This is an optimization exercise on Yosys and OpenROAD, whose aim is small area, a short achievable clock period and few clock cycles per item, not a production implementation. The RTL was checked by simulation tests, not by an equivalence proof against the original design.

==> flow/design.v (excerpt) <==
module dhcp_top (
    input  logic         clk,
    input  logic         reset,
    input  logic         udp_in_start,
    input  logic [7:0]   udp_in_data,
    input  logic         udp_in_valid,
    input  logic         udp_in_last,
    input  logic         udp_out_ready,
    input  logic [1:0]   udp_out_result,
    output logic         udp_out_start,
    output logic [7:0]   udp_out_data,
    output logic         udp_out_valid,
    output logic         udp_out_last,
    output logic [8:0]   udp_out_length,
    output logic [31:0]  udp_out_dst_ip,
    output logic [15:0]  udp_out_dst_port,
    input  logic         host_write_strobe,
    input  logic [7:0]   host_port_id,
    input  logic [7:0]   host_data,
    output logic [7:0]   host_rd_data,
    input  logic [47:0]  mac_address,
    input  logic         do_dhcp,
    output logic [31:0]  ip_address,
    output logic         ip_address_valid
);
clock: 7.0 ns
lec_check: 0
abc_clock_period_in_ps: 3000
cap_margin: 20
core_margin: 2
core_utilization: 40
cts_cluster_diameter: 100
cts_cluster_size: 30
place_density: 0.5
slew_margin: 20
synth_hierarchical: 1
synth_memory_max_bits: 8192
tns_end_percent: 5
standard.sh (not shown) runs the stock make flow with config.mk's settings and CLKGATE_MAP_FILE= SYNTH_SCRIPT=/design/flow/synth_recipe.tcl, a recipe that flattens the netlist after the stock synthesis.
==> flow/flow/run.sh <==
#!/bin/bash
# Standard ORFS layout, step by step. Timing repair before placement runs
# without a setup margin (nets are not yet buffered, so every memory write
# path would look late); from clock tree synthesis on, repair aims for the
# margin below, i.e. a shorter clock period than the design's.
set -euo pipefail
cd "$(dirname "$0")/.."
MARGIN=${MARGIN:-3.5}
bash standard.sh synth                                   > synth.log 2>&1
bash standard.sh floorplan                               > floorplan.log 2>&1
bash standard.sh place                                   > place.log 2>&1
bash standard.sh SETUP_SLACK_MARGIN=$MARGIN cts          > cts.log 2>&1
bash standard.sh SETUP_SLACK_MARGIN=$MARGIN grt          > grt.log 2>&1
bash standard.sh route                                   > route.log 2>&1
bash standard.sh finish                                  > finish.log 2>&1
Testbench counts at the start, summed over its fixed seeds: cycles 79,664, tx bytes 35,447.
Rerun with:
--- a/flow/design.v
+++ b/flow/design.v
@@ -200,29 +200,49 @@
         assign lo_n[k] = !(sel_tx ? (tx_addr[3:0] == 4'(k)) : (host_addr[3:0] == 4'(k)));
     end
     for (genvar k = 0; k < 8; k++) begin : g_grp
         assign grp[k] = sel_tx ? (tx_addr[6:4] == 3'(k)) : (host_addr[6:4] == 3'(k));
     end
     for (genvar i = 0; i < 64; i++) begin : g
         assign row[i] = !(bk_n[i / 16] || lo_n[i % 16]);
     end
 endmodule
-module buf_rd_reduce #(
-    parameter int N = 22
-) (
-    input  logic [N-1:0][7:0]   part_n,
-    output dhcp_pkg::byte_t     rd_data
+module buf_rd_or_a (
+    input  logic [21:0][7:0]    part_n,
+    output logic [5:0][7:0]     or_a
 );
-    always_comb begin
-        rd_data = '0;
-        for (int i = 0; i < N; i++)
-            rd_data = rd_data | ~part_n[i];
+    for (genvar j = 0; j < 5; j++) begin : g4
+        assign or_a[j] = ~(part_n[4*j] & part_n[4*j+1] & part_n[4*j+2] & part_n[4*j+3]);
     end
+    assign or_a[5] = ~(part_n[20] & part_n[21]);
+endmodule
+module buf_rd_or_b (
+    input  logic [5:0][7:0]     or_a,
+    output logic [1:0][7:0]     or_b_n
+);
+    assign or_b_n[0] = ~(or_a[0] | or_a[1] | or_a[2]);
+    assign or_b_n[1] = ~(or_a[3] | or_a[4] | or_a[5]);
+endmodule
+module buf_rd_reduce (
+    input  logic [21:0][7:0]    part_n,
+    output dhcp_pkg::byte_t     rd_data
+);
+    logic [5:0][7:0] or_a;
+    logic [1:0][7:0] or_b_n;
+    buf_rd_or_a la (
+        .part_n (part_n),
+        .or_a   (or_a)
+    );
+    buf_rd_or_b lb (
+        .or_a   (or_a),
+        .or_b_n (or_b_n)
+    );
+    assign rd_data = ~(or_b_n[0] & or_b_n[1]);
 endmodule
 module packet_buffer (
     input  logic                  clk,
     input  logic                  wr_en,
     input  dhcp_pkg::buf_addr_t   wr_addr,
     input  dhcp_pkg::byte_t       wr_data,
     input  logic                  rd_load,
     input  logic                  rd_sel_tx,    
     input  dhcp_pkg::buf_addr_t   tx_addr,
@@ -267,19 +287,19 @@
                 .d2  (q[((3*k+2) / 16) * 128 + g * 16 + (3*k+2) % 16]),
                 .y_n (part_n[g][k])
             );
         end
         buf_rd_nand1 a1 (
             .sel (row_rd[63]),
             .d0  (q[3 * 128 + g * 16 + 15]),
             .y_n (part_n[g][21])
         );
-        buf_rd_reduce #(.N(22)) reduce (
+        buf_rd_reduce reduce (
             .part_n  (part_n[g]),
             .rd_data (grp_rd[g])
         );
     end
     always_ff @(posedge clk) begin
         if (rd_load) begin
             grp_data <= grp_rd;
             grp_q    <= grp;
         end
@@ -400,24 +420,24 @@
 module udp_tx_stream (
     input  logic                  clk,
     input  logic                  reset,
     input  logic                  transmit_cmd,
     input  dhcp_pkg::buf_addr_t   tx_len_p1,      
     input  dhcp_pkg::tx_result_e  tx_result,
     input  logic                  ready,
     input  dhcp_pkg::byte_t       buf_rd_data,    
     output logic                  rd_load,        
+    output logic                  reading,        
     output dhcp_pkg::udp_tx_t     tx_out,
     output dhcp_pkg::buf_addr_t   tx_addr,
     output logic                  transmitting
 );
     logic            start_req;    
-    logic            reading;      
     logic            valid;
     logic            last;
     logic            stall;        
     dhcp_pkg::buf_addr_t addr_inc;
     logic            fetch_last;
     assign stall      = valid && !ready;
     assign rd_load    = !stall;
     assign addr_inc   = tx_addr + 9'd1;
     assign fetch_last = (addr_inc == tx_len_p1);
@@ -506,18 +526,19 @@
     dhcp_pkg::byte_t                   buf_rd_data;    
     dhcp_pkg::buf_addr_t               host_addr;
     logic                              host_write;
     logic                              wr_en;
     dhcp_pkg::buf_addr_t               wr_addr;
     dhcp_pkg::byte_t                   wr_data;
     logic [7:0][7:0]                   buf_grp_data;
     logic                              tx_rd_load;
     logic                              buf_rd_load;
+    logic                              tx_reading;
     assign udp_in.start      = udp_in_start;
     assign udp_in.data       = udp_in_data;
     assign udp_in.valid      = udp_in_valid;
     assign udp_in.last       = udp_in_last;
     assign host.write_strobe = host_write_strobe;
     assign host.port_id      = host_port_id;
     assign host.data         = host_data;
     assign udp_result        = dhcp_pkg::tx_result_e'(udp_out_result);
     assign udp_out_start     = udp_out.start;
@@ -545,19 +566,19 @@
     assign wr_addr    = rx_active ? rx_addr : host_addr;
     assign wr_data    = rx_active ? udp_in.data : host.data;
     assign buf_rd_load = !transmitting || tx_rd_load;
     packet_buffer packet_buffer_inst (
         .clk          (clk),
         .wr_en        (wr_en),
         .wr_addr      (wr_addr),
         .wr_data      (wr_data),
         .rd_load      (buf_rd_load),
-        .rd_sel_tx    (transmitting),
+        .rd_sel_tx    (tx_reading),
         .tx_addr      (tx_addr),
         .host_addr    (host_addr),
         .grp_data     (buf_grp_data),
         .rd_data      (buf_rd_data)
     );
     host_regs host_regs_inst (
         .clk              (clk),
         .reset            (reset),
         .host             (host),
@@ -578,14 +599,15 @@
     udp_tx_stream tx_stream_inst (
         .clk          (clk),
         .reset        (reset),
         .transmit_cmd (transmit_cmd),
         .tx_len_p1    (tx_len_p1),
         .tx_result    (udp_result),
         .ready        (udp_out_ready),
         .buf_rd_data  (buf_rd_data),
         .rd_load      (tx_rd_load),
+        .reading      (tx_reading),
         .tx_out       (udp_out),
         .tx_addr      (tx_addr),
         .transmitting (transmitting)
     );
 endmodule
What happened: The new run completed with no timing, DRC or antenna violations. Final cell count fell by 0.94%. Worst setup slack degrades by 0.28 ns. Critical path depth is lower by 8. Clock-buffer cell count went up by 1. Via count fell by 3.9%.
Testbench counts after the change, summed over its fixed seeds: cycles 79,664, tx bytes 35,447.

## afterwards: timing with drivers on the ports
The flow's constraints put no driver on any port. The routed layouts listed below were extracted and timed again, unchanged, in two steps. Step 1: set_driving_cell puts a clkbuf_16 on clk and a buf_2 on each other input, an assumption about the parent block. Step 2 adds t to the input delays and takes it off the output delays; t is the mean of the earliest and latest rising clock arrival at the registers after step 1. Input paths then give back, and output paths get back, about the clock's delay inside the block. Slacks: ideal ports / drivers / drivers and shift; pairs: ideal ports / drivers.
| run | shift t [ns] | setup slack, ns | hold WS [ns] | clock arrival spread, ns | cell pins on the clock port's net |
|---|---|---|---|---|---|
| the first run | 1.029 | 3.050 / 3.018 / 2.111 | 0.490 / 0.490 / 0.490 | 0.074 / 0.074 | 1 |
| the second run | 1.023 | 2.774 / 2.682 / 1.974 | 0.488 / 0.488 / 0.488 | 0.067 / 0.067 | 1 |
After both steps every run listed still meets setup and hold. The setup slack of the first run, which loses most, moves by -0.032 ns with the drivers and by -0.939 ns with both steps.
